Source: an optimization exercise on an open RTL-to-GDS flow (aim: small area, a short achievable clock period and few clock cycles). Production flows keep margins and buffers that such runs may drop.
The RTL was checked by simulation tests, not by an equivalence proof against the original design.
Power figures rest on the tool's default switching activity, not on a simulated workload.

[flow/flow/run.sh]
#!/bin/bash
set -euo pipefail
export BUFFER_PORTS_ARGS="-buffer_cell sky130_fd_sc_hd__buf_2"
bash standard.sh finish > standard.log 2>&1
[flow/standard.sh]
#!/bin/bash
# synth_recipe.tcl (not shown) runs the flow's synth.tcl, then flattens the netlist and writes it again
# the make line also repeats each setting of config.mk as NAME=value (left out here)
make -C /OpenROAD-flow-scripts/flow DESIGN_CONFIG=/design/flow/config.mk WORK_HOME=/design/flow/orfs CLKGATE_MAP_FILE= SYNTH_SCRIPT=/design/flow/synth_recipe.tcl "${@:-finish}"
[flow/config.mk]
export PLATFORM = sky130hd
export DESIGN_NAME = window_mac5_acc
export DESIGN_NICKNAME = window_mac5_acc
export VERILOG_FILES = /design/flow/design.v
export SDC_FILE = /design/flow/constraint.sdc
export NUM_CORES = 4
export LEC_CHECK = 0
export CAP_MARGIN = 20
export CORE_MARGIN = 2
export CORE_UTILIZATION = 55
export SETUP_SLACK_MARGIN = 4.2
export SLEW_MARGIN = 20
[flow/constraint.sdc]
create_clock -name core_clock -period 7.5 [get_ports {clk}]
set_input_delay 1.5000 -clock core_clock [delete_from_list [all_inputs] [get_ports {clk}]]
set_output_delay 1.5000 -clock core_clock [all_outputs]
set_load 0.01 [all_outputs]
[flow/design.v]
package window_mac5_acc_pkg;
  typedef enum logic [1:0] {IDLE, ACCUM, DRAIN, OUT} state_t;
  localparam int DEF_WORD_WIDTH = 16;
  localparam int DEF_FRAC_BITS = 8;
endpackage
module booth_enc (
  input  logic [15:0] w,
  output logic [7:0] one,
  output logic [7:0] two,
  output logic [7:0] neg
);
  assign one[0] = w[0] ^ 1'b0;
  assign two[0] = (w[1] & ~w[0] & ~1'b0) | (~w[1] & w[0] & 1'b0);
  assign neg[0] = w[1];
  assign one[1] = w[2] ^ w[1];
  assign two[1] = (w[3] & ~w[2] & ~w[1]) | (~w[3] & w[2] & w[1]);
  assign neg[1] = w[3];
  assign one[2] = w[4] ^ w[3];
  assign two[2] = (w[5] & ~w[4] & ~w[3]) | (~w[5] & w[4] & w[3]);
  assign neg[2] = w[5];
  assign one[3] = w[6] ^ w[5];
  assign two[3] = (w[7] & ~w[6] & ~w[5]) | (~w[7] & w[6] & w[5]);
  assign neg[3] = w[7];
  assign one[4] = w[8] ^ w[7];
  assign two[4] = (w[9] & ~w[8] & ~w[7]) | (~w[9] & w[8] & w[7]);
  assign neg[4] = w[9];
  assign one[5] = w[10] ^ w[9];
  assign two[5] = (w[11] & ~w[10] & ~w[9]) | (~w[11] & w[10] & w[9]);
  assign neg[5] = w[11];
  assign one[6] = w[12] ^ w[11];
  assign two[6] = (w[13] & ~w[12] & ~w[11]) | (~w[13] & w[12] & w[11]);
  assign neg[6] = w[13];
  assign one[7] = w[14] ^ w[13];
  assign two[7] = (w[15] & ~w[14] & ~w[13]) | (~w[15] & w[14] & w[13]);
  assign neg[7] = w[15];
endmodule
module pp_sum (
  input  logic [7:0] one,
  input  logic [7:0] two,
  input  logic [7:0] neg,
  input  logic [18:0] x,
  output logic [34:0] pa,
  output logic [34:0] pb,
  output logic [34:0] pc
);
  logic [20:0] xe;
  assign xe = {{2{x[18]}}, x};
  logic [19:0] pp0;
  assign pp0 = ({20{one[0]}} & xe[19:0] | {20{two[0]}} & {xe[18:0], 1'b0}) ^ {20{neg[0]}};
  logic [19:0] pp1;
  assign pp1 = ({20{one[1]}} & xe[19:0] | {20{two[1]}} & {xe[18:0], 1'b0}) ^ {20{neg[1]}};
  logic [19:0] pp2;
  assign pp2 = ({20{one[2]}} & xe[19:0] | {20{two[2]}} & {xe[18:0], 1'b0}) ^ {20{neg[2]}};
  logic [19:0] pp3;
  assign pp3 = ({20{one[3]}} & xe[19:0] | {20{two[3]}} & {xe[18:0], 1'b0}) ^ {20{neg[3]}};
  logic [19:0] pp4;
  assign pp4 = ({20{one[4]}} & xe[19:0] | {20{two[4]}} & {xe[18:0], 1'b0}) ^ {20{neg[4]}};
  logic [19:0] pp5;
  assign pp5 = ({20{one[5]}} & xe[19:0] | {20{two[5]}} & {xe[18:0], 1'b0}) ^ {20{neg[5]}};
  logic [19:0] pp6;
  assign pp6 = ({20{one[6]}} & xe[19:0] | {20{two[6]}} & {xe[18:0], 1'b0}) ^ {20{neg[6]}};
  logic [19:0] pp7;
  assign pp7 = ({20{one[7]}} & xe[19:0] | {20{two[7]}} & {xe[18:0], 1'b0}) ^ {20{neg[7]}};
  logic as1, ac1;
  assign as1 = neg[2] ^ pp0[4];
  assign ac1 = neg[2] & pp0[4];
  logic as2, ac2;
  assign as2 = pp0[5] ^ pp1[3];
  assign ac2 = pp0[5] & pp1[3];
  logic as3, ac3;
  assign as3 = neg[3] ^ pp0[6] ^ pp1[4];
  assign ac3 = (neg[3] & pp0[6]) | (neg[3] & pp1[4]) | (pp0[6] & pp1[4]);
  logic as4, ac4;
  assign as4 = pp2[2] ^ pp3[0];
  assign ac4 = pp2[2] & pp3[0];
  logic as5, ac5;
  assign as5 = pp0[7] ^ pp1[5] ^ pp2[3];
  assign ac5 = (pp0[7] & pp1[5]) | (pp0[7] & pp2[3]) | (pp1[5] & pp2[3]);
  logic as6, ac6;
  assign as6 = pp3[1] ^ ac4;
  assign ac6 = pp3[1] & ac4;
  logic as7, ac7;
  assign as7 = neg[4] ^ pp0[8] ^ pp1[6];
  assign ac7 = (neg[4] & pp0[8]) | (neg[4] & pp1[6]) | (pp0[8] & pp1[6]);
  logic as8, ac8;
  assign as8 = pp2[4] ^ pp3[2] ^ pp4[0];
  assign ac8 = (pp2[4] & pp3[2]) | (pp2[4] & pp4[0]) | (pp3[2] & pp4[0]);
  logic as9, ac9;
  assign as9 = ac5 ^ ac6;
  assign ac9 = ac5 & ac6;
  logic as10, ac10;
  assign as10 = pp0[9] ^ pp1[7] ^ pp2[5];
  assign ac10 = (pp0[9] & pp1[7]) | (pp0[9] & pp2[5]) | (pp1[7] & pp2[5]);
  logic as11, ac11;
  assign as11 = pp3[3] ^ pp4[1] ^ ac7;
  assign ac11 = (pp3[3] & pp4[1]) | (pp3[3] & ac7) | (pp4[1] & ac7);
  logic as12, ac12;
  assign as12 = ac8 ^ as10;
  assign ac12 = ac8 & as10;
  logic as13, ac13;
  assign as13 = neg[5] ^ pp0[10] ^ pp1[8];
  assign ac13 = (neg[5] & pp0[10]) | (neg[5] & pp1[8]) | (pp0[10] & pp1[8]);
  logic as14, ac14;
  assign as14 = pp2[6] ^ pp3[4] ^ pp4[2];
  assign ac14 = (pp2[6] & pp3[4]) | (pp2[6] & pp4[2]) | (pp3[4] & pp4[2]);
  logic as15, ac15;
  assign as15 = pp5[0] ^ ac10 ^ as13;
  assign ac15 = (pp5[0] & ac10) | (pp5[0] & as13) | (ac10 & as13);
  logic as16, ac16;
  assign as16 = as14 ^ ac12;
  assign ac16 = as14 & ac12;
  logic as17, ac17;
  assign as17 = pp0[11] ^ pp1[9] ^ pp2[7];
  assign ac17 = (pp0[11] & pp1[9]) | (pp0[11] & pp2[7]) | (pp1[9] & pp2[7]);
  logic as18, ac18;
  assign as18 = pp3[5] ^ pp4[3] ^ pp5[1];
  assign ac18 = (pp3[5] & pp4[3]) | (pp3[5] & pp5[1]) | (pp4[3] & pp5[1]);
  logic as19, ac19;
  assign as19 = ac13 ^ ac14 ^ as17;
  assign ac19 = (ac13 & ac14) | (ac13 & as17) | (ac14 & as17);
  logic as20, ac20;
  assign as20 = as18 ^ ac15;
  assign ac20 = as18 & ac15;
  logic as21, ac21;
  assign as21 = neg[6] ^ pp0[12] ^ pp1[10];
  assign ac21 = (neg[6] & pp0[12]) | (neg[6] & pp1[10]) | (pp0[12] & pp1[10]);
  logic as22, ac22;
  assign as22 = pp2[8] ^ pp3[6] ^ pp4[4];
  assign ac22 = (pp2[8] & pp3[6]) | (pp2[8] & pp4[4]) | (pp3[6] & pp4[4]);
  logic as23, ac23;
  assign as23 = pp5[2] ^ pp6[0] ^ ac17;
  assign ac23 = (pp5[2] & pp6[0]) | (pp5[2] & ac17) | (pp6[0] & ac17);
  logic as24, ac24;
  assign as24 = ac18 ^ as21 ^ as22;
  assign ac24 = (ac18 & as21) | (ac18 & as22) | (as21 & as22);
  logic as25, ac25;
  assign as25 = ac19 ^ as23;
  assign ac25 = ac19 & as23;
  logic as26, ac26;
  assign as26 = pp0[13] ^ pp1[11] ^ pp2[9];
  assign ac26 = (pp0[13] & pp1[11]) | (pp0[13] & pp2[9]) | (pp1[11] & pp2[9]);
  logic as27, ac27;
  assign as27 = pp3[7] ^ pp4[5] ^ pp5[3];
  assign ac27 = (pp3[7] & pp4[5]) | (pp3[7] & pp5[3]) | (pp4[5] & pp5[3]);
  logic as28, ac28;
  assign as28 = pp6[1] ^ ac21 ^ ac22;
  assign ac28 = (pp6[1] & ac21) | (pp6[1] & ac22) | (ac21 & ac22);
  logic as29, ac29;
  assign as29 = as26 ^ as27 ^ ac23;
  assign ac29 = (as26 & as27) | (as26 & ac23) | (as27 & ac23);
  logic as30, ac30;
  assign as30 = ac24 ^ as28;
  assign ac30 = ac24 & as28;
  logic as31, ac31;
  assign as31 = neg[7] ^ pp0[14] ^ pp1[12];
  assign ac31 = (neg[7] & pp0[14]) | (neg[7] & pp1[12]) | (pp0[14] & pp1[12]);
  logic as32, ac32;
  assign as32 = pp2[10] ^ pp3[8] ^ pp4[6];
  assign ac32 = (pp2[10] & pp3[8]) | (pp2[10] & pp4[6]) | (pp3[8] & pp4[6]);
  logic as33, ac33;
  assign as33 = pp5[4] ^ pp6[2] ^ pp7[0];
  assign ac33 = (pp5[4] & pp6[2]) | (pp5[4] & pp7[0]) | (pp6[2] & pp7[0]);
  logic as34, ac34;
  assign as34 = ac26 ^ ac27 ^ as31;
  assign ac34 = (ac26 & ac27) | (ac26 & as31) | (ac27 & as31);
  logic as35, ac35;
  assign as35 = as32 ^ as33 ^ ac28;
  assign ac35 = (as32 & as33) | (as32 & ac28) | (as33 & ac28);
  logic as36, ac36;
  assign as36 = as34 ^ ac30;
  assign ac36 = as34 & ac30;
  logic as37, ac37;
  assign as37 = pp0[15] ^ pp1[13] ^ pp2[11];
  assign ac37 = (pp0[15] & pp1[13]) | (pp0[15] & pp2[11]) | (pp1[13] & pp2[11]);
  logic as38, ac38;
  assign as38 = pp3[9] ^ pp4[7] ^ pp5[5];
  assign ac38 = (pp3[9] & pp4[7]) | (pp3[9] & pp5[5]) | (pp4[7] & pp5[5]);
  logic as39, ac39;
  assign as39 = pp6[3] ^ pp7[1] ^ ac31;
  assign ac39 = (pp6[3] & pp7[1]) | (pp6[3] & ac31) | (pp7[1] & ac31);
  logic as40, ac40;
  assign as40 = ac32 ^ ac33 ^ as37;
  assign ac40 = (ac32 & ac33) | (ac32 & as37) | (ac33 & as37);
  logic as41, ac41;
  assign as41 = as38 ^ ac34 ^ as39;
  assign ac41 = (as38 & ac34) | (as38 & as39) | (ac34 & as39);
  logic as42, ac42;
  assign as42 = as40 ^ ac35;
  assign ac42 = as40 & ac35;
  logic as43, ac43;
  assign as43 = pp0[16] ^ pp1[14] ^ pp2[12];
  assign ac43 = (pp0[16] & pp1[14]) | (pp0[16] & pp2[12]) | (pp1[14] & pp2[12]);
  logic as44, ac44;
  assign as44 = pp3[10] ^ pp4[8] ^ pp5[6];
  assign ac44 = (pp3[10] & pp4[8]) | (pp3[10] & pp5[6]) | (pp4[8] & pp5[6]);
  logic as45, ac45;
  assign as45 = pp6[4] ^ pp7[2] ^ ac37;
  assign ac45 = (pp6[4] & pp7[2]) | (pp6[4] & ac37) | (pp7[2] & ac37);
  logic as46, ac46;
  assign as46 = ac38 ^ as43 ^ as44;
  assign ac46 = (ac38 & as43) | (ac38 & as44) | (as43 & as44);
  logic as47, ac47;
  assign as47 = ac39 ^ ac40 ^ as45;
  assign ac47 = (ac39 & ac40) | (ac39 & as45) | (ac40 & as45);
  logic as48, ac48;
  assign as48 = as46 ^ ac41;
  assign ac48 = as46 & ac41;
  logic as49, ac49;
  assign as49 = pp0[17] ^ pp1[15] ^ pp2[13];
  assign ac49 = (pp0[17] & pp1[15]) | (pp0[17] & pp2[13]) | (pp1[15] & pp2[13]);
  logic as50, ac50;
  assign as50 = pp3[11] ^ pp4[9] ^ pp5[7];
  assign ac50 = (pp3[11] & pp4[9]) | (pp3[11] & pp5[7]) | (pp4[9] & pp5[7]);
  logic as51, ac51;
  assign as51 = pp6[5] ^ pp7[3] ^ ac43;
  assign ac51 = (pp6[5] & pp7[3]) | (pp6[5] & ac43) | (pp7[3] & ac43);
  logic as52, ac52;
  assign as52 = ac44 ^ as49 ^ as50;
  assign ac52 = (ac44 & as49) | (ac44 & as50) | (as49 & as50);
  logic as53, ac53;
  assign as53 = ac45 ^ ac46 ^ as51;
  assign ac53 = (ac45 & ac46) | (ac45 & as51) | (ac46 & as51);
  logic as54, ac54;
  assign as54 = as52 ^ ac47;
  assign ac54 = as52 & ac47;
  logic as55, ac55;
  assign as55 = pp0[18] ^ pp1[16] ^ pp2[14];
  assign ac55 = (pp0[18] & pp1[16]) | (pp0[18] & pp2[14]) | (pp1[16] & pp2[14]);
  logic as56, ac56;
  assign as56 = pp3[12] ^ pp4[10] ^ pp5[8];
  assign ac56 = (pp3[12] & pp4[10]) | (pp3[12] & pp5[8]) | (pp4[10] & pp5[8]);
  logic as57, ac57;
  assign as57 = pp6[6] ^ pp7[4] ^ ac49;
  assign ac57 = (pp6[6] & pp7[4]) | (pp6[6] & ac49) | (pp7[4] & ac49);
  logic as58, ac58;
  assign as58 = ac50 ^ as55 ^ as56;
  assign ac58 = (ac50 & as55) | (ac50 & as56) | (as55 & as56);
  logic as59, ac59;
  assign as59 = ac51 ^ ac52 ^ as57;
  assign ac59 = (ac51 & ac52) | (ac51 & as57) | (ac52 & as57);
  logic as60, ac60;
  assign as60 = as58 ^ ac53;
  assign ac60 = as58 & ac53;
  logic as61, ac61;
  assign as61 = ~pp0[19] ^ pp1[17] ^ pp2[15];
  assign ac61 = (~pp0[19] & pp1[17]) | (~pp0[19] & pp2[15]) | (pp1[17] & pp2[15]);
  logic as62, ac62;
  assign as62 = pp3[13] ^ pp4[11] ^ pp5[9];
  assign ac62 = (pp3[13] & pp4[11]) | (pp3[13] & pp5[9]) | (pp4[11] & pp5[9]);
  logic as63, ac63;
  assign as63 = pp6[7] ^ pp7[5] ^ ac55;
  assign ac63 = (pp6[7] & pp7[5]) | (pp6[7] & ac55) | (pp7[5] & ac55);
  logic as64, ac64;
  assign as64 = ac56 ^ as61 ^ as62;
  assign ac64 = (ac56 & as61) | (ac56 & as62) | (as61 & as62);
  logic as65, ac65;
  assign as65 = ac57 ^ ac58 ^ as63;
  assign ac65 = (ac57 & ac58) | (ac57 & as63) | (ac58 & as63);
  logic as66, ac66;
  assign as66 = as64 ^ ac59;
  assign ac66 = as64 & ac59;
  logic as67, ac67;
  assign as67 = pp1[18] ^ pp2[16] ^ pp3[14];
  assign ac67 = (pp1[18] & pp2[16]) | (pp1[18] & pp3[14]) | (pp2[16] & pp3[14]);
  logic as68, ac68;
  assign as68 = pp4[12] ^ pp5[10] ^ pp6[8];
  assign ac68 = (pp4[12] & pp5[10]) | (pp4[12] & pp6[8]) | (pp5[10] & pp6[8]);
  logic as69, ac69;
  assign as69 = pp7[6] ^ ac61 ^ ac62;
  assign ac69 = (pp7[6] & ac61) | (pp7[6] & ac62) | (ac61 & ac62);
  logic as70, ac70;
  assign as70 = as67 ^ as68 ^ ac63;
  assign ac70 = (as67 & as68) | (as67 & ac63) | (as68 & ac63);
  logic as71, ac71;
  assign as71 = ac64 ^ as69 ^ as70;
  assign ac71 = (ac64 & as69) | (ac64 & as70) | (as69 & as70);
  logic as72, ac72;
  assign as72 = ~pp1[19] ^ pp2[17] ^ pp3[15];
  assign ac72 = (~pp1[19] & pp2[17]) | (~pp1[19] & pp3[15]) | (pp2[17] & pp3[15]);
  logic as73, ac73;
  assign as73 = pp4[13] ^ pp5[11] ^ pp6[9];
  assign ac73 = (pp4[13] & pp5[11]) | (pp4[13] & pp6[9]) | (pp5[11] & pp6[9]);
  logic as74, ac74;
  assign as74 = pp7[7] ^ ac67 ^ ac68;
  assign ac74 = (pp7[7] & ac67) | (pp7[7] & ac68) | (ac67 & ac68);
  logic as75, ac75;
  assign as75 = as72 ^ as73 ^ ac69;
  assign ac75 = (as72 & as73) | (as72 & ac69) | (as73 & ac69);
  logic as76, ac76;
  assign as76 = as74 ^ ac70;
  assign ac76 = as74 & ac70;
  logic as77, ac77;
  assign as77 = pp2[18] ^ pp3[16] ^ pp4[14];
  assign ac77 = (pp2[18] & pp3[16]) | (pp2[18] & pp4[14]) | (pp3[16] & pp4[14]);
  logic as78, ac78;
  assign as78 = pp5[12] ^ pp6[10] ^ pp7[8];
  assign ac78 = (pp5[12] & pp6[10]) | (pp5[12] & pp7[8]) | (pp6[10] & pp7[8]);
  logic as79, ac79;
  assign as79 = ac72 ^ ac73 ^ as77;
  assign ac79 = (ac72 & ac73) | (ac72 & as77) | (ac73 & as77);
  logic as80, ac80;
  assign as80 = as78 ^ ac74 ^ as79;
  assign ac80 = (as78 & ac74) | (as78 & as79) | (ac74 & as79);
  logic as81, ac81;
  assign as81 = ~pp2[19] ^ pp3[17] ^ pp4[15];
  assign ac81 = (~pp2[19] & pp3[17]) | (~pp2[19] & pp4[15]) | (pp3[17] & pp4[15]);
  logic as82, ac82;
  assign as82 = pp5[13] ^ pp6[11] ^ pp7[9];
  assign ac82 = (pp5[13] & pp6[11]) | (pp5[13] & pp7[9]) | (pp6[11] & pp7[9]);
  logic as83, ac83;
  assign as83 = ac77 ^ ac78 ^ as81;
  assign ac83 = (ac77 & ac78) | (ac77 & as81) | (ac78 & as81);
  logic as84, ac84;
  assign as84 = as82 ^ ac79;
  assign ac84 = as82 & ac79;
  logic as85, ac85;
  assign as85 = pp3[18] ^ pp4[16] ^ pp5[14];
  assign ac85 = (pp3[18] & pp4[16]) | (pp3[18] & pp5[14]) | (pp4[16] & pp5[14]);
  logic as86, ac86;
  assign as86 = pp6[12] ^ pp7[10] ^ ac81;
  assign ac86 = (pp6[12] & pp7[10]) | (pp6[12] & ac81) | (pp7[10] & ac81);
  logic as87, ac87;
  assign as87 = ac82 ^ as85 ^ ac83;
  assign ac87 = (ac82 & as85) | (ac82 & ac83) | (as85 & ac83);
  logic as88, ac88;
  assign as88 = ~pp3[19] ^ pp4[17] ^ pp5[15];
  assign ac88 = (~pp3[19] & pp4[17]) | (~pp3[19] & pp5[15]) | (pp4[17] & pp5[15]);
  logic as89, ac89;
  assign as89 = pp6[13] ^ pp7[11] ^ ac85;
  assign ac89 = (pp6[13] & pp7[11]) | (pp6[13] & ac85) | (pp7[11] & ac85);
  logic as90, ac90;
  assign as90 = as88 ^ ac86;
  assign ac90 = as88 & ac86;
  logic as91, ac91;
  assign as91 = pp4[18] ^ pp5[16] ^ pp6[14];
  assign ac91 = (pp4[18] & pp5[16]) | (pp4[18] & pp6[14]) | (pp5[16] & pp6[14]);
  logic as92, ac92;
  assign as92 = pp7[12] ^ ac88 ^ as91;
  assign ac92 = (pp7[12] & ac88) | (pp7[12] & as91) | (ac88 & as91);
  logic as93, ac93;
  assign as93 = ~pp4[19] ^ pp5[17] ^ pp6[15];
  assign ac93 = (~pp4[19] & pp5[17]) | (~pp4[19] & pp6[15]) | (pp5[17] & pp6[15]);
  logic as94, ac94;
  assign as94 = pp7[13] ^ ac91;
  assign ac94 = pp7[13] & ac91;
  logic as95, ac95;
  assign as95 = pp5[18] ^ pp6[16] ^ pp7[14];
  assign ac95 = (pp5[18] & pp6[16]) | (pp5[18] & pp7[14]) | (pp6[16] & pp7[14]);
  logic as96, ac96;
  assign as96 = ~pp5[19] ^ pp6[17];
  assign ac96 = ~pp5[19] & pp6[17];
  assign pa[0] = neg[0];
  assign pb[0] = pp0[0];
  assign pc[0] = 1'b0;
  assign pa[1] = pp0[1];
  assign pb[1] = 1'b0;
  assign pc[1] = 1'b0;
  assign pa[2] = neg[1];
  assign pb[2] = pp0[2];
  assign pc[2] = pp1[0];
  assign pa[3] = pp0[3];
  assign pb[3] = pp1[1];
  assign pc[3] = 1'b0;
  assign pa[4] = pp1[2];
  assign pb[4] = pp2[0];
  assign pc[4] = as1;
  assign pa[5] = pp2[1];
  assign pb[5] = ac1;
  assign pc[5] = as2;
  assign pa[6] = ac2;
  assign pb[6] = as4;
  assign pc[6] = as3;
  assign pa[7] = ac3;
  assign pb[7] = as5;
  assign pc[7] = as6;
  assign pa[8] = as7;
  assign pb[8] = as8;
  assign pc[8] = as9;
  assign pa[9] = ac9;
  assign pb[9] = as12;
  assign pc[9] = as11;
  assign pa[10] = ac11;
  assign pb[10] = as15;
  assign pc[10] = as16;
  assign pa[11] = ac16;
  assign pb[11] = as19;
  assign pc[11] = as20;
  assign pa[12] = as24;
  assign pb[12] = ac20;
  assign pc[12] = as25;
  assign pa[13] = ac25;
  assign pb[13] = as30;
  assign pc[13] = as29;
  assign pa[14] = ac29;
  assign pb[14] = as35;
  assign pc[14] = as36;
  assign pa[15] = ac36;
  assign pb[15] = as41;
  assign pc[15] = as42;
  assign pa[16] = as47;
  assign pb[16] = ac42;
  assign pc[16] = as48;
  assign pa[17] = as53;
  assign pb[17] = ac48;
  assign pc[17] = as54;
  assign pa[18] = as59;
  assign pb[18] = ac54;
  assign pc[18] = as60;
  assign pa[19] = as65;
  assign pb[19] = ac60;
  assign pc[19] = as66;
  assign pa[20] = ac65;
  assign pb[20] = ac66;
  assign pc[20] = as71;
  assign pa[21] = as75;
  assign pb[21] = as76;
  assign pc[21] = ac71;
  assign pa[22] = ac75;
  assign pb[22] = as80;
  assign pc[22] = ac76;
  assign pa[23] = as83;
  assign pb[23] = as84;
  assign pc[23] = ac80;
  assign pa[24] = as86;
  assign pb[24] = ac84;
  assign pc[24] = as87;
  assign pa[25] = as89;
  assign pb[25] = as90;
  assign pc[25] = ac87;
  assign pa[26] = ac89;
  assign pb[26] = as92;
  assign pc[26] = ac90;
  assign pa[27] = as93;
  assign pb[27] = as94;
  assign pc[27] = ac92;
  assign pa[28] = ac93;
  assign pb[28] = as95;
  assign pc[28] = ac94;
  assign pa[29] = pp7[15];
  assign pb[29] = as96;
  assign pc[29] = ac95;
  assign pa[30] = pp6[18];
  assign pb[30] = pp7[16];
  assign pc[30] = ac96;
  assign pa[31] = ~pp6[19];
  assign pb[31] = pp7[17];
  assign pc[31] = 1'b0;
  assign pa[32] = pp7[18];
  assign pb[32] = 1'b0;
  assign pc[32] = 1'b0;
  assign pa[33] = ~pp7[19];
  assign pb[33] = 1'b0;
  assign pc[33] = 1'b0;
  assign pa[34] = 1'b0;
  assign pb[34] = 1'b0;
  assign pc[34] = 1'b0;
endmodule
module acc_add (
  input  logic [41:0] acc,
  input  logic [7:0] cin,
  input  logic [34:0] pa,
  input  logic [34:0] pb,
  input  logic [34:0] pc,
  output logic [41:0] acc_n,
  output logic [7:0] cout
);
  logic [41:0] r0, r1;
  logic bs1, bc1;
  assign bs1 = acc[0] ^ pa[0] ^ pb[0];
  assign bc1 = (acc[0] & pa[0]) | (acc[0] & pb[0]) | (pa[0] & pb[0]);
  logic bs2, bc2;
  assign bs2 = acc[1] ^ pa[1] ^ pb[1];
  assign bc2 = (acc[1] & pa[1]) | (acc[1] & pb[1]) | (pa[1] & pb[1]);
  logic bs3, bc3;
  assign bs3 = pc[1] ^ bc1;
  assign bc3 = pc[1] & bc1;
  logic bs4, bc4;
  assign bs4 = acc[2] ^ pa[2] ^ pb[2];
  assign bc4 = (acc[2] & pa[2]) | (acc[2] & pb[2]) | (pa[2] & pb[2]);
  logic bs5, bc5;
  assign bs5 = pc[2] ^ bc2 ^ bs4;
  assign bc5 = (pc[2] & bc2) | (pc[2] & bs4) | (bc2 & bs4);
  logic bs6, bc6;
  assign bs6 = acc[3] ^ pa[3] ^ pb[3];
  assign bc6 = (acc[3] & pa[3]) | (acc[3] & pb[3]) | (pa[3] & pb[3]);
  logic bs7, bc7;
  assign bs7 = pc[3] ^ bc4 ^ bs6;
  assign bc7 = (pc[3] & bc4) | (pc[3] & bs6) | (bc4 & bs6);
  logic bs8, bc8;
  assign bs8 = acc[4] ^ pa[4] ^ pb[4];
  assign bc8 = (acc[4] & pa[4]) | (acc[4] & pb[4]) | (pa[4] & pb[4]);
  logic bs9, bc9;
  assign bs9 = pc[4] ^ bc6 ^ bs8;
  assign bc9 = (pc[4] & bc6) | (pc[4] & bs8) | (bc6 & bs8);
  logic bs10, bc10;
  assign bs10 = acc[5] ^ pa[5] ^ pb[5];
  assign bc10 = (acc[5] & pa[5]) | (acc[5] & pb[5]) | (pa[5] & pb[5]);
  logic bs11, bc11;
  assign bs11 = pc[5] ^ bc8 ^ bs10;
  assign bc11 = (pc[5] & bc8) | (pc[5] & bs10) | (bc8 & bs10);
  logic bs12, bc12;
  assign bs12 = acc[6] ^ pa[6] ^ pb[6];
  assign bc12 = (acc[6] & pa[6]) | (acc[6] & pb[6]) | (pa[6] & pb[6]);
  logic bs13, bc13;
  assign bs13 = pc[6] ^ bc10 ^ bs12;
  assign bc13 = (pc[6] & bc10) | (pc[6] & bs12) | (bc10 & bs12);
  logic bs14, bc14;
  assign bs14 = acc[7] ^ pa[7] ^ pb[7];
  assign bc14 = (acc[7] & pa[7]) | (acc[7] & pb[7]) | (pa[7] & pb[7]);
  logic bs15, bc15;
  assign bs15 = pc[7] ^ bc12 ^ bs14;
  assign bc15 = (pc[7] & bc12) | (pc[7] & bs14) | (bc12 & bs14);
  logic bs16, bc16;
  assign bs16 = acc[8] ^ pa[8] ^ pb[8];
  assign bc16 = (acc[8] & pa[8]) | (acc[8] & pb[8]) | (pa[8] & pb[8]);
  logic bs17, bc17;
  assign bs17 = pc[8] ^ bc14 ^ bs16;
  assign bc17 = (pc[8] & bc14) | (pc[8] & bs16) | (bc14 & bs16);
  logic bs18, bc18;
  assign bs18 = acc[9] ^ pa[9] ^ pb[9];
  assign bc18 = (acc[9] & pa[9]) | (acc[9] & pb[9]) | (pa[9] & pb[9]);
  logic bs19, bc19;
  assign bs19 = pc[9] ^ bc16 ^ bs18;
  assign bc19 = (pc[9] & bc16) | (pc[9] & bs18) | (bc16 & bs18);
  logic bs20, bc20;
  assign bs20 = acc[10] ^ pa[10] ^ pb[10];
  assign bc20 = (acc[10] & pa[10]) | (acc[10] & pb[10]) | (pa[10] & pb[10]);
  logic bs21, bc21;
  assign bs21 = pc[10] ^ bc18 ^ bs20;
  assign bc21 = (pc[10] & bc18) | (pc[10] & bs20) | (bc18 & bs20);
  logic bs22, bc22;
  assign bs22 = acc[11] ^ pa[11] ^ pb[11];
  assign bc22 = (acc[11] & pa[11]) | (acc[11] & pb[11]) | (pa[11] & pb[11]);
  logic bs23, bc23;
  assign bs23 = pc[11] ^ bc20 ^ bs22;
  assign bc23 = (pc[11] & bc20) | (pc[11] & bs22) | (bc20 & bs22);
  logic bs24, bc24;
  assign bs24 = acc[12] ^ pa[12] ^ pb[12];
  assign bc24 = (acc[12] & pa[12]) | (acc[12] & pb[12]) | (pa[12] & pb[12]);
  logic bs25, bc25;
  assign bs25 = pc[12] ^ bc22 ^ bs24;
  assign bc25 = (pc[12] & bc22) | (pc[12] & bs24) | (bc22 & bs24);
  logic bs26, bc26;
  assign bs26 = acc[13] ^ pa[13] ^ pb[13];
  assign bc26 = (acc[13] & pa[13]) | (acc[13] & pb[13]) | (pa[13] & pb[13]);
  logic bs27, bc27;
  assign bs27 = pc[13] ^ bc24 ^ bs26;
  assign bc27 = (pc[13] & bc24) | (pc[13] & bs26) | (bc24 & bs26);
  logic bs28, bc28;
  assign bs28 = acc[14] ^ pa[14] ^ pb[14];
  assign bc28 = (acc[14] & pa[14]) | (acc[14] & pb[14]) | (pa[14] & pb[14]);
  logic bs29, bc29;
  assign bs29 = pc[14] ^ bc26 ^ bs28;
  assign bc29 = (pc[14] & bc26) | (pc[14] & bs28) | (bc26 & bs28);
  logic bs30, bc30;
  assign bs30 = acc[15] ^ pa[15] ^ pb[15];
  assign bc30 = (acc[15] & pa[15]) | (acc[15] & pb[15]) | (pa[15] & pb[15]);
  logic bs31, bc31;
  assign bs31 = pc[15] ^ bc28 ^ bs30;
  assign bc31 = (pc[15] & bc28) | (pc[15] & bs30) | (bc28 & bs30);
  logic bs32, bc32;
  assign bs32 = acc[16] ^ pa[16] ^ pb[16];
  assign bc32 = (acc[16] & pa[16]) | (acc[16] & pb[16]) | (pa[16] & pb[16]);
  logic bs33, bc33;
  assign bs33 = pc[16] ^ bc30 ^ bs32;
  assign bc33 = (pc[16] & bc30) | (pc[16] & bs32) | (bc30 & bs32);
  logic bs34, bc34;
  assign bs34 = acc[17] ^ pa[17] ^ pb[17];
  assign bc34 = (acc[17] & pa[17]) | (acc[17] & pb[17]) | (pa[17] & pb[17]);
  logic bs35, bc35;
  assign bs35 = pc[17] ^ bc32 ^ bs34;
  assign bc35 = (pc[17] & bc32) | (pc[17] & bs34) | (bc32 & bs34);
  logic bs36, bc36;
  assign bs36 = acc[18] ^ pa[18] ^ pb[18];
  assign bc36 = (acc[18] & pa[18]) | (acc[18] & pb[18]) | (pa[18] & pb[18]);
  logic bs37, bc37;
  assign bs37 = pc[18] ^ bc34 ^ bs36;
  assign bc37 = (pc[18] & bc34) | (pc[18] & bs36) | (bc34 & bs36);
  logic bs38, bc38;
  assign bs38 = 1'b1 ^ acc[19] ^ pa[19];
  assign bc38 = (1'b1 & acc[19]) | (1'b1 & pa[19]) | (acc[19] & pa[19]);
  logic bs39, bc39;
  assign bs39 = pb[19] ^ pc[19] ^ bc36;
  assign bc39 = (pb[19] & pc[19]) | (pb[19] & bc36) | (pc[19] & bc36);
  logic bs40, bc40;
  assign bs40 = bs38 ^ bc37;
  assign bc40 = bs38 & bc37;
  logic bs41, bc41;
  assign bs41 = 1'b1 ^ acc[20] ^ pa[20];
  assign bc41 = (1'b1 & acc[20]) | (1'b1 & pa[20]) | (acc[20] & pa[20]);
  logic bs42, bc42;
  assign bs42 = pb[20] ^ pc[20] ^ bc38;
  assign bc42 = (pb[20] & pc[20]) | (pb[20] & bc38) | (pc[20] & bc38);
  logic bs43, bc43;
  assign bs43 = bs41 ^ bc39 ^ bs42;
  assign bc43 = (bs41 & bc39) | (bs41 & bs42) | (bc39 & bs42);
  logic bs44, bc44;
  assign bs44 = acc[21] ^ pa[21] ^ pb[21];
  assign bc44 = (acc[21] & pa[21]) | (acc[21] & pb[21]) | (pa[21] & pb[21]);
  logic bs45, bc45;
  assign bs45 = pc[21] ^ bc41 ^ bs44;
  assign bc45 = (pc[21] & bc41) | (pc[21] & bs44) | (bc41 & bs44);
  logic bs46, bc46;
  assign bs46 = bc42 ^ bs45;
  assign bc46 = bc42 & bs45;
  logic bs47, bc47;
  assign bs47 = 1'b1 ^ acc[22] ^ pa[22];
  assign bc47 = (1'b1 & acc[22]) | (1'b1 & pa[22]) | (acc[22] & pa[22]);
  logic bs48, bc48;
  assign bs48 = pb[22] ^ pc[22] ^ bc44;
  assign bc48 = (pb[22] & pc[22]) | (pb[22] & bc44) | (pc[22] & bc44);
  logic bs49, bc49;
  assign bs49 = bs47 ^ bc45 ^ bs48;
  assign bc49 = (bs47 & bc45) | (bs47 & bs48) | (bc45 & bs48);
  logic bs50, bc50;
  assign bs50 = acc[23] ^ pa[23] ^ pb[23];
  assign bc50 = (acc[23] & pa[23]) | (acc[23] & pb[23]) | (pa[23] & pb[23]);
  logic bs51, bc51;
  assign bs51 = pc[23] ^ bc47 ^ bs50;
  assign bc51 = (pc[23] & bc47) | (pc[23] & bs50) | (bc47 & bs50);
  logic bs52, bc52;
  assign bs52 = bc48 ^ bs51;
  assign bc52 = bc48 & bs51;
  logic bs53, bc53;
  assign bs53 = 1'b1 ^ acc[24] ^ pa[24];
  assign bc53 = (1'b1 & acc[24]) | (1'b1 & pa[24]) | (acc[24] & pa[24]);
  logic bs54, bc54;
  assign bs54 = pb[24] ^ pc[24] ^ bc50;
  assign bc54 = (pb[24] & pc[24]) | (pb[24] & bc50) | (pc[24] & bc50);
  logic bs55, bc55;
  assign bs55 = bs53 ^ bc51 ^ bs54;
  assign bc55 = (bs53 & bc51) | (bs53 & bs54) | (bc51 & bs54);
  logic bs56, bc56;
  assign bs56 = acc[25] ^ pa[25] ^ pb[25];
  assign bc56 = (acc[25] & pa[25]) | (acc[25] & pb[25]) | (pa[25] & pb[25]);
  logic bs57, bc57;
  assign bs57 = pc[25] ^ bc53 ^ bs56;
  assign bc57 = (pc[25] & bc53) | (pc[25] & bs56) | (bc53 & bs56);
  logic bs58, bc58;
  assign bs58 = bc54 ^ bs57;
  assign bc58 = bc54 & bs57;
  logic bs59, bc59;
  assign bs59 = 1'b1 ^ acc[26] ^ pa[26];
  assign bc59 = (1'b1 & acc[26]) | (1'b1 & pa[26]) | (acc[26] & pa[26]);
  logic bs60, bc60;
  assign bs60 = pb[26] ^ pc[26] ^ bc56;
  assign bc60 = (pb[26] & pc[26]) | (pb[26] & bc56) | (pc[26] & bc56);
  logic bs61, bc61;
  assign bs61 = bs59 ^ bc57 ^ bs60;
  assign bc61 = (bs59 & bc57) | (bs59 & bs60) | (bc57 & bs60);
  logic bs62, bc62;
  assign bs62 = acc[27] ^ pa[27] ^ pb[27];
  assign bc62 = (acc[27] & pa[27]) | (acc[27] & pb[27]) | (pa[27] & pb[27]);
  logic bs63, bc63;
  assign bs63 = pc[27] ^ bc59 ^ bs62;
  assign bc63 = (pc[27] & bc59) | (pc[27] & bs62) | (bc59 & bs62);
  logic bs64, bc64;
  assign bs64 = bc60 ^ bs63;
  assign bc64 = bc60 & bs63;
  logic bs65, bc65;
  assign bs65 = 1'b1 ^ acc[28] ^ pa[28];
  assign bc65 = (1'b1 & acc[28]) | (1'b1 & pa[28]) | (acc[28] & pa[28]);
  logic bs66, bc66;
  assign bs66 = pb[28] ^ pc[28] ^ bc62;
  assign bc66 = (pb[28] & pc[28]) | (pb[28] & bc62) | (pc[28] & bc62);
  logic bs67, bc67;
  assign bs67 = bs65 ^ bc63 ^ bs66;
  assign bc67 = (bs65 & bc63) | (bs65 & bs66) | (bc63 & bs66);
  logic bs68, bc68;
  assign bs68 = acc[29] ^ pa[29] ^ pb[29];
  assign bc68 = (acc[29] & pa[29]) | (acc[29] & pb[29]) | (pa[29] & pb[29]);
  logic bs69, bc69;
  assign bs69 = pc[29] ^ bc65 ^ bs68;
  assign bc69 = (pc[29] & bc65) | (pc[29] & bs68) | (bc65 & bs68);
  logic bs70, bc70;
  assign bs70 = bc66 ^ bs69;
  assign bc70 = bc66 & bs69;
  logic bs71, bc71;
  assign bs71 = 1'b1 ^ acc[30] ^ pa[30];
  assign bc71 = (1'b1 & acc[30]) | (1'b1 & pa[30]) | (acc[30] & pa[30]);
  logic bs72, bc72;
  assign bs72 = pb[30] ^ pc[30] ^ bc68;
  assign bc72 = (pb[30] & pc[30]) | (pb[30] & bc68) | (pc[30] & bc68);
  logic bs73, bc73;
  assign bs73 = bs71 ^ bc69 ^ bs72;
  assign bc73 = (bs71 & bc69) | (bs71 & bs72) | (bc69 & bs72);
  logic bs74, bc74;
  assign bs74 = acc[31] ^ pa[31] ^ pb[31];
  assign bc74 = (acc[31] & pa[31]) | (acc[31] & pb[31]) | (pa[31] & pb[31]);
  logic bs75, bc75;
  assign bs75 = pc[31] ^ bc71 ^ bs74;
  assign bc75 = (pc[31] & bc71) | (pc[31] & bs74) | (bc71 & bs74);
  logic bs76, bc76;
  assign bs76 = bc72 ^ bs75;
  assign bc76 = bc72 & bs75;
  logic bs77, bc77;
  assign bs77 = 1'b1 ^ acc[32] ^ pa[32];
  assign bc77 = (1'b1 & acc[32]) | (1'b1 & pa[32]) | (acc[32] & pa[32]);
  logic bs78, bc78;
  assign bs78 = pb[32] ^ pc[32] ^ bc74;
  assign bc78 = (pb[32] & pc[32]) | (pb[32] & bc74) | (pc[32] & bc74);
  logic bs79, bc79;
  assign bs79 = bs77 ^ bc75 ^ bs78;
  assign bc79 = (bs77 & bc75) | (bs77 & bs78) | (bc75 & bs78);
  logic bs80, bc80;
  assign bs80 = acc[33] ^ pa[33] ^ pb[33];
  assign bc80 = (acc[33] & pa[33]) | (acc[33] & pb[33]) | (pa[33] & pb[33]);
  logic bs81, bc81;
  assign bs81 = pc[33] ^ bc77 ^ bs80;
  assign bc81 = (pc[33] & bc77) | (pc[33] & bs80) | (bc77 & bs80);
  logic bs82, bc82;
  assign bs82 = bc78 ^ bs81;
  assign bc82 = bc78 & bs81;
  logic bs83, bc83;
  assign bs83 = 1'b1 ^ acc[34] ^ pa[34];
  assign bc83 = (1'b1 & acc[34]) | (1'b1 & pa[34]) | (acc[34] & pa[34]);
  logic bs84, bc84;
  assign bs84 = pb[34] ^ pc[34] ^ bc80;
  assign bc84 = (pb[34] & pc[34]) | (pb[34] & bc80) | (pc[34] & bc80);
  logic bs85, bc85;
  assign bs85 = bs83 ^ bc81 ^ bs84;
  assign bc85 = (bs83 & bc81) | (bs83 & bs84) | (bc81 & bs84);
  logic bs86, bc86;
  assign bs86 = 1'b1 ^ acc[35] ^ bc83;
  assign bc86 = (1'b1 & acc[35]) | (1'b1 & bc83) | (acc[35] & bc83);
  logic bs87, bc87;
  assign bs87 = bc84 ^ bs86;
  assign bc87 = bc84 & bs86;
  logic bs88, bc88;
  assign bs88 = 1'b1 ^ acc[36] ^ bc86;
  assign bc88 = (1'b1 & acc[36]) | (1'b1 & bc86) | (acc[36] & bc86);
  logic bs89, bc89;
  assign bs89 = 1'b1 ^ acc[37];
  assign bc89 = 1'b1 & acc[37];
  logic bs90, bc90;
  assign bs90 = 1'b1 ^ acc[38];
  assign bc90 = 1'b1 & acc[38];
  logic bs91, bc91;
  assign bs91 = 1'b1 ^ acc[39];
  assign bc91 = 1'b1 & acc[39];
  logic bs92, bc92;
  assign bs92 = 1'b1 ^ acc[40];
  assign bc92 = 1'b1 & acc[40];
  logic bs93, bc93;
  assign bs93 = 1'b1 ^ acc[41];
  assign bc93 = 1'b1 & acc[41];
  assign r0[0] = pc[0];
  assign r1[0] = bs1;
  assign r0[1] = bs2;
  assign r1[1] = bs3;
  assign r0[2] = bc3;
  assign r1[2] = bs5;
  assign r0[3] = bc5;
  assign r1[3] = bs7;
  assign r0[4] = bc7;
  assign r1[4] = bs9;
  assign r0[5] = bc9;
  assign r1[5] = bs11;
  assign r0[6] = bc11;
  assign r1[6] = bs13;
  assign r0[7] = bc13;
  assign r1[7] = bs15;
  assign r0[8] = bc15;
  assign r1[8] = bs17;
  assign r0[9] = bc17;
  assign r1[9] = bs19;
  assign r0[10] = bc19;
  assign r1[10] = bs21;
  assign r0[11] = bc21;
  assign r1[11] = bs23;
  assign r0[12] = bc23;
  assign r1[12] = bs25;
  assign r0[13] = bc25;
  assign r1[13] = bs27;
  assign r0[14] = bc27;
  assign r1[14] = bs29;
  assign r0[15] = bc29;
  assign r1[15] = bs31;
  assign r0[16] = bc31;
  assign r1[16] = bs33;
  assign r0[17] = bc33;
  assign r1[17] = bs35;
  assign r0[18] = bc35;
  assign r1[18] = bs37;
  assign r0[19] = bs39;
  assign r1[19] = bs40;
  assign r0[20] = bc40;
  assign r1[20] = bs43;
  assign r0[21] = bs46;
  assign r1[21] = bc43;
  assign r0[22] = bc46;
  assign r1[22] = bs49;
  assign r0[23] = bs52;
  assign r1[23] = bc49;
  assign r0[24] = bc52;
  assign r1[24] = bs55;
  assign r0[25] = bs58;
  assign r1[25] = bc55;
  assign r0[26] = bc58;
  assign r1[26] = bs61;
  assign r0[27] = bs64;
  assign r1[27] = bc61;
  assign r0[28] = bc64;
  assign r1[28] = bs67;
  assign r0[29] = bs70;
  assign r1[29] = bc67;
  assign r0[30] = bc70;
  assign r1[30] = bs73;
  assign r0[31] = bs76;
  assign r1[31] = bc73;
  assign r0[32] = bc76;
  assign r1[32] = bs79;
  assign r0[33] = bs82;
  assign r1[33] = bc79;
  assign r0[34] = bc82;
  assign r1[34] = bs85;
  assign r0[35] = bs87;
  assign r1[35] = bc85;
  assign r0[36] = bc87;
  assign r1[36] = bs88;
  assign r0[37] = bs89;
  assign r1[37] = bc88;
  assign r0[38] = bc89;
  assign r1[38] = bs90;
  assign r0[39] = bc90;
  assign r1[39] = bs91;
  assign r0[40] = bc91;
  assign r1[40] = bs92;
  assign r0[41] = bc92;
  assign r1[41] = bs93;
  assign {cout[0], acc_n[4:0]} = 6'(r0[4:0]) + 6'(r1[4:0]) + 6'(1'b0);
  assign {cout[1], acc_n[9:5]} = 6'(r0[9:5]) + 6'(r1[9:5]) + 6'(cin[0]);
  assign {cout[2], acc_n[14:10]} = 6'(r0[14:10]) + 6'(r1[14:10]) + 6'(cin[1]);
  assign {cout[3], acc_n[19:15]} = 6'(r0[19:15]) + 6'(r1[19:15]) + 6'(cin[2]);
  assign {cout[4], acc_n[24:20]} = 6'(r0[24:20]) + 6'(r1[24:20]) + 6'(cin[3]);
  assign {cout[5], acc_n[29:25]} = 6'(r0[29:25]) + 6'(r1[29:25]) + 6'(cin[4]);
  assign {cout[6], acc_n[34:30]} = 6'(r0[34:30]) + 6'(r1[34:30]) + 6'(cin[5]);
  assign {cout[7], acc_n[39:35]} = 6'(r0[39:35]) + 6'(r1[39:35]) + 6'(cin[6]);
  assign acc_n[41:40] = r0[41:40] + r1[41:40] + 2'(cin[7]);
endmodule
import window_mac5_acc_pkg::*;
module window_mac5_acc #(
  parameter int WORD_WIDTH = window_mac5_acc_pkg::DEF_WORD_WIDTH,
  parameter int FRAC_BITS  = window_mac5_acc_pkg::DEF_FRAC_BITS,
  parameter int CNT_WIDTH  = 8
) (
  input  logic                  clk,
  input  logic                  rst,
  input  logic                  w_load,
  input  logic [2:0]            w_idx,
  input  logic [WORD_WIDTH-1:0] w_data,
  input  logic                  start,
  input  logic [CNT_WIDTH-1:0]  acc_len,
  input  logic                  in_valid,
  input  logic [WORD_WIDTH-1:0] data_in_0,
  input  logic [WORD_WIDTH-1:0] data_in_1,
  input  logic [WORD_WIDTH-1:0] data_in_2,
  input  logic [WORD_WIDTH-1:0] data_in_3,
  input  logic [WORD_WIDTH-1:0] data_in_4,
  output logic                  busy,
  output logic                  out_valid,
  output logic [WORD_WIDTH-1:0] out_data
);
  localparam int XW = WORD_WIDTH + 3;             
  localparam int SW = 2 * WORD_WIDTH + CNT_WIDTH + 2;   
  localparam int PW = 35;                         
  localparam int L1 = 7;                          
  localparam int L2 = 13;
  localparam logic [CNT_WIDTH-1:0] DONE_CNT = CNT_WIDTH'(-7);
  localparam int CH = 5;                          
  localparam int NCH = (SW + CH - 1) / CH;
  logic [4:0][WORD_WIDTH-1:0] weight;
  logic [4:0][WORD_WIDTH-1:0] window;
  logic [4:0][XW-1:0] x_sum, x_keep, x_add, x_nxt;
  logic [4:0] x_c1, x_c2, c1_nxt, c2_nxt;
  logic [4:0] ring;
  logic [4:0] w_set;       
  logic [XW-1:0] xr, x_sel, x_pick;
  logic c1_sel, c2_sel;
  logic [WORD_WIDTH-1:0] w_sel;
  logic [WORD_WIDTH/2-1:0] one, two, neg, one_r, two_r, neg_r;
  logic [PW-1:0] pa, pb, pc, pa_r, pb_r, pc_r;
  logic [SW-1:0] acc, acc_nxt, total, pend;
  logic [NCH-2:0] acc_cy, cy_nxt;
  logic [CNT_WIDTH-1:0] cnt;
  logic accum;
  logic idle, busy_nx;
  logic [4:0] ring_nx, keep;
  logic go, accept, last, fire;
  logic [SW-FRAC_BITS-1:0] rounded;
  logic [WORD_WIDTH-1:0] result;
  logic in_range;
  assign window = {data_in_4, data_in_3, data_in_2, data_in_1, data_in_0};
  assign go = idle && start && acc_len != '0;
  assign accept = accum && in_valid;
  assign last = accept && cnt == CNT_WIDTH'(1);
  assign fire = !idle && !accum && cnt == DONE_CNT;
  assign busy_nx = idle ? go : !fire;
  assign ring_nx = {ring[3:0], ring[4]};
  for (genvar i = 0; i < 5; i++) begin : g_tap
    assign x_keep[i] = keep[i] ? x_sum[i] : XW'(0);
    assign x_add[i] = accept ? XW'($signed(window[i])) : XW'(0);
    assign {c1_nxt[i], x_nxt[i][L1-1:0]} = (L1+1)'(x_keep[i][L1-1:0]) + (L1+1)'(x_add[i][L1-1:0]);
    assign {c2_nxt[i], x_nxt[i][L2-1:L1]} = (L2-L1+1)'(x_keep[i][L2-1:L1])
                                          + (L2-L1+1)'(x_add[i][L2-1:L1]) + (L2-L1+1)'(keep[i] && x_c1[i]);
    assign x_nxt[i][XW-1:L2] = x_keep[i][XW-1:L2] + x_add[i][XW-1:L2] + (XW-L2)'(keep[i] && x_c2[i]);
  end
  always_comb begin
    x_sel = '0;
    c1_sel = 1'b0;
    c2_sel = 1'b0;
    w_sel = '0;
    for (int i = 0; i < 5; i++) begin
      x_sel = x_sel | ({XW{ring[i]}} & x_sum[i]);
      c1_sel = c1_sel | (ring[i] & x_c1[i]);
      c2_sel = c2_sel | (ring[i] & x_c2[i]);
      w_sel = w_sel | ({WORD_WIDTH{ring[i] && w_set[i]}} & weight[i]);
    end
  end
  assign x_pick = {x_sel[XW-1:L1] + (XW-L1)'({c2_sel, {(L2-L1-1){1'b0}}, c1_sel}), x_sel[L1-1:0]};
  booth_enc u_enc (
    .w(w_sel),
    .one(one),
    .two(two),
    .neg(neg)
  );
  pp_sum u_pp (
    .one(one_r),
    .two(two_r),
    .neg(neg_r),
    .x(xr),
    .pa(pa),
    .pb(pb),
    .pc(pc)
  );
  acc_add u_acc (
    .acc(acc),
    .cin(acc_cy),
    .pa(pa_r),
    .pb(pb_r),
    .pc(pc_r),
    .acc_n(acc_nxt),
    .cout(cy_nxt)
  );
  always_comb begin
    pend = '0;
    for (int c = 1; c < NCH; c++) pend[c*CH] = acc_cy[c-1];
  end
  assign total = acc + pend;
  assign rounded = total[SW-1:FRAC_BITS];
  assign in_range = &rounded[SW-FRAC_BITS-1:WORD_WIDTH-1] || ~|rounded[SW-FRAC_BITS-1:WORD_WIDTH-1];
  assign result = in_range ? rounded[WORD_WIDTH-1:0]
                           : {rounded[SW-FRAC_BITS-1], {(WORD_WIDTH-1){~rounded[SW-FRAC_BITS-1]}}};
  always_ff @(posedge clk) begin
    x_sum <= x_nxt;
    x_c1 <= c1_nxt;
    x_c2 <= c2_nxt;
    xr <= (idle || rst) ? '0 : x_pick;
    one_r <= one;
    two_r <= two;
    neg_r <= neg;
    pa_r <= pa;
    pb_r <= pb;
    pc_r <= pc;
    for (int i = 0; i < 5; i++)
      if (idle && w_load && w_idx == 3'(i)) weight[i] <= w_data;
    acc <= idle ? SW'(1 << (FRAC_BITS - 1)) : acc_nxt;
    acc_cy <= idle ? '0 : cy_nxt;
    keep <= (busy_nx && !rst) ? ~ring_nx : '0;
    cnt <= idle ? acc_len : cnt - CNT_WIDTH'(!accum || in_valid);
    if (rst) begin
      ring <= 5'b00001;
      busy <= 1'b0;
      idle <= 1'b1;
      accum <= 1'b0;
      out_valid <= 1'b0;
      out_data <= '0;
      w_set <= '0;
    end else begin
      ring <= ring_nx;
      busy <= busy_nx;
      idle <= !busy_nx;
      accum <= accum ? !last : go;
      out_valid <= fire;
      if (fire) out_data <= result;
      for (int i = 0; i < 5; i++)
        if (idle && w_load && w_idx == 3'(i)) w_set[i] <= 1'b1;
    end
  end
endmodule
==> summary.txt <==
## cell usage after synthesis (5+ instances only)
master	n
dfxtp_1	334
inv_1	283
xnor2_1	202
a22oi_1	185
fa_1	174
ha_1	168
nand2_1	147
clkbuf_1	131
a21oi_1	92
and2_1	86
xor2_1	84
edfxtp_1	80
nor2_1	78
and3_1	76
a21o_1	58
o21ai_0	47
nor2b_1	41
nand3_1	25
a222oi_1	21
nor3_1	19
buf_1	17
nand2b_1	17
a221oi_1	15
o21bai_1	15
a211oi_2	11
a31oi_1	10
nand4_1	10
nor4_1	10
o21a_1	7
and4_1	6
buf_4	5
o21ai_2	5
## worst max-delay path, cell delays in order (launching register included)
cell     delay, ns
dfxtp_1       0.32
fa_1          0.43
inv_1         0.08
fa_1          0.42
fa_1          0.50
inv_1         0.06
fa_2          0.38
fa_2          0.38
a21o_1        0.20
a21oi_2       0.13
xnor2_1       0.12
nor2_1        0.05
## area by class of cell
class	count	area, um^2
repair buffers	156	860.8
fillers	3850	17290
flip-flops and latches	414	9100
multi-input cells	1669	14770
inverters	284	1070
clock inverters	24	335.3
clock buffers	59	1209
diodes	1	2.502
well taps	600	750.7
## repair_timing
action,CTS,global route
endpoints found under the hold margin,0,0
pin swaps,5,7
endpoints found under the setup margin,106,28
gates cloned,0,1
gates resized for setup,19,24
buffers inserted,13,1
## how the worst max path moves through the flow
stage	from	endpoint	slack, ns	cells after the start
6_report	pa_r[29]	acc[34]	4.29	11
2_1_floorplan	pa_r[29]	acc[34]	4.20	11
5_1_grt	pa_r[29]	acc[34]	4.20	11
3_3_place_gp	in_valid	x_c1[1]	3.02	13
4_1_cts	pa_r[29]	acc[34]	4.22	11
3_5_place_dp	in_valid	x_c1[3]	2.90	13
## metal layers
metal,vias up,routed length (um)
met1,8930,26850
met5,-,0
li1,8638,-
met3,152,3225
met2,512,30860
met4,0,2589
## cells by family after synthesis
logic type                 share of synthesized area
adders and majority gates                     0.2204
xor gates and xnor gates                     0.09886
DFF                                           0.3587
buffers and inverters                        0.06677
AOI/OAI and AO/OA                             0.1428
muxes                                       0.001235
and+or+nand+nor                               0.1112
## report_power, final
group          switching [mW]  total (mW)  internal, mW
Sequential              0.199        2.61          2.41
Combinational           0.775        1.45         0.674
Clock                   0.948        2.30          1.36
## registers in the layout, indices dropped and copies added, names as in the netlist, 16 cells and up
signal / count
xr: 19
pc_r: 28
out_data: 16
acc: 42
pb_r: 31
pa_r: 34
weight: 80
x_sum: 95
## metrics by stage
step                instance area [um^2]  cells  total power [mW]  utilization
floorplan                          25430   2523             3.636            -
global placement                   26280   3108             3.982       0.5790
detailed placement                 26280   3108             4.024       0.5790
CTS                                27970   3204             6.383       0.6164
global route                       28090   3207             6.724       0.6191
finish                             28090   3207             6.360       0.6191
==> results.py <==
metrics = {
    "status": {
        "status": "no timing/DRC/antenna violations",
    },
    "worst_setup_path": {
        "worst-r2r-setup-slack_ns": 4.29,
        "reg2reg_depth": 11,
        "criticalPathCategory": "reg2reg",
        "rr_endpoint": "acc[34]",
        "regToRegStartpoint": "pa_r[29]",
        "worstPathMaxFanout": 2,
        "crit_required_ns": 7.96,
        "cp.arrival_ns": 3.67,
        "cp-end-kind": "flip-flop",
        "cp-start-kind": "flip-flop",
    },
    "timing": {
        "whs_ns": 0.4582,
        "finalSetupViolations": 0,
        "max_freq_mhz": 311.7,
        "finalCriticalPeriod_ns": 3.208,
        "finalHoldViolCount": 0,
        "tightest_slew_ns": 1.071,
        "clock_skew_ns": 0.01957,
        "drv_slew": 0,
        "setup_slack_ns": 4.292,
        "finalCritPeriodShare": 0.4278,
        "tns_ns": 0,
        "grt_setup_unrepaired": "no",
        "slew-limit-headroom": 0.2848,
    },
    "global_route": {
        "grt_pass1_wl_um": 101000,
        "met1_usage": 0.3456,
        "top_usage_layer": "met2",
        "gr-usage-met2": 0.4624,
        "grt_remaining_overflow": 0,
        "antenna_found_initial": 1,
        "grt_pass1_vias": 18582,
        "gr-usage-met3": 0.04245,
        "track_usage": 0.2717,
        "grt_max_degree": 68,
    },
    "worst_hold_path": {
        "min-delay-start": "w_set[3]",
        "hold_end": "w_set[3]",
        "holdCritPathClass": "reg2reg",
        "hold_depth": 2,
    },
    "job": {
        "max-cap-violations": 0,
    },
    "pwr": {
        "ir_drop_v": 0.0002730,
        "pwr_density_cell_nw_per_um2": 226.4,
        "leakagePower_nw": 12.74,
    },
    "floorplanning": {
        "die_area_um2": 47800,
        "core_um2": 45380,
        "ioPinCount": 130,
        "fp-row-count": 78,
        "die_x_um": 218.6,
        "die_y_um": 218.6,
        "initial_utilization": 0.5583,
    },
    "detailed_routing": {
        "avgViaCountPerCell": 5.685,
        "wl_per_cell_um": 19.81,
        "drtIter0Drc": 1227,
        "postRouteWirelength_um": 63530,
        "antenna_left": 0,
        "vias": 18232,
        "dr.pass1.iters": 6,
        "drc": 0,
    },
    "logic_synthesis": {
        "yosys-top-cells-area": "dfxtp_1, fa_1, edfxtp_1",
        "synth_top_cell_by_area": "dfxtp_1",
        "ys_ff_latch": 414,
        "yosys.area.top_type_share": 0.2639,
        "yosysSeqAreaShare": 0.3587,
        "ys.flop_type": "dfxtp_1",
        "synth_edf_count": 80,
        "netlist_instances": 2523,
        "yosys.cell_types.count": 75,
        "avgSynthCellArea_um2": 10.04,
        "synth_warnings": 1,
        "synth_nets": 2977,
        "async_flop_share": 0,
        "syn_area_um2": 25340,
    },
    "clock_network": {
        "cts-buffers-inserted": 45,
        "insertion_delay_ns": 0.60,
        "ctsHoldBuffers": 0,
        "cts_max_level": 2,
        "cts_tree": "built",
        "clockRootBuffer": "clkbuf_16",
        "ctsLongestPathBuffers": 3,
        "clkTransAtPathRegs_ns": 0.06,
        "cts.sinks": 414,
    },
    "finish": {
        "final_nets": 3024,
        "area_growth_pct": 10.88,
        "layout.cells.most_common_list": "dfxtp_1, inv_1, xnor2_1",
        "drive_gt1_frac": 0.1178,
        "layout_commonest_cell": "dfxtp_1",
    },
    "placed_design": {
        "dp_hpwl_um": 45250,
        "routabilityCongestion": 0.8728,
        "io_buffers": 129,
        "post-place-ws_ns": 2.902,
    },
}
Testbench counts, summed over its fixed seeds: cycles 17,141.

==> port drivers added, routing unchanged <==
The flow's constraints put no driver on any port. The routed layout listed below was extracted and timed again, unchanged, in two steps.
Step 1 (the two cells are an assumption about what drives the block):
set clk [get_ports {clk}]
set_driving_cell -lib_cell sky130_fd_sc_hd__clkbuf_16 $clk
set_driving_cell -lib_cell sky130_fd_sc_hd__buf_2 [delete_from_list [all_inputs] $clk]
Step 2, shift: input delay + t, output delay - t, t = (earliest + latest rising clock arrival at the registers) / 2. This alone moves slack from input paths to output paths.
Three values: ideal ports, drivers, drivers and shift; two values: the first two.
t (ns): 0.651
slack for setup (ns): 4.292 / 4.292 / 3.756
clock arrival spread, ns: 0.020 / 0.020
slew at the worst register clock pin (ns): 0.06 / 0.06
worst slew at a driven data input, ns: 0.08
After both steps this run still meets setup and hold. For this run, drivers alone change the setup slack by 0.000 ns; drivers and shift together by -0.536 ns.
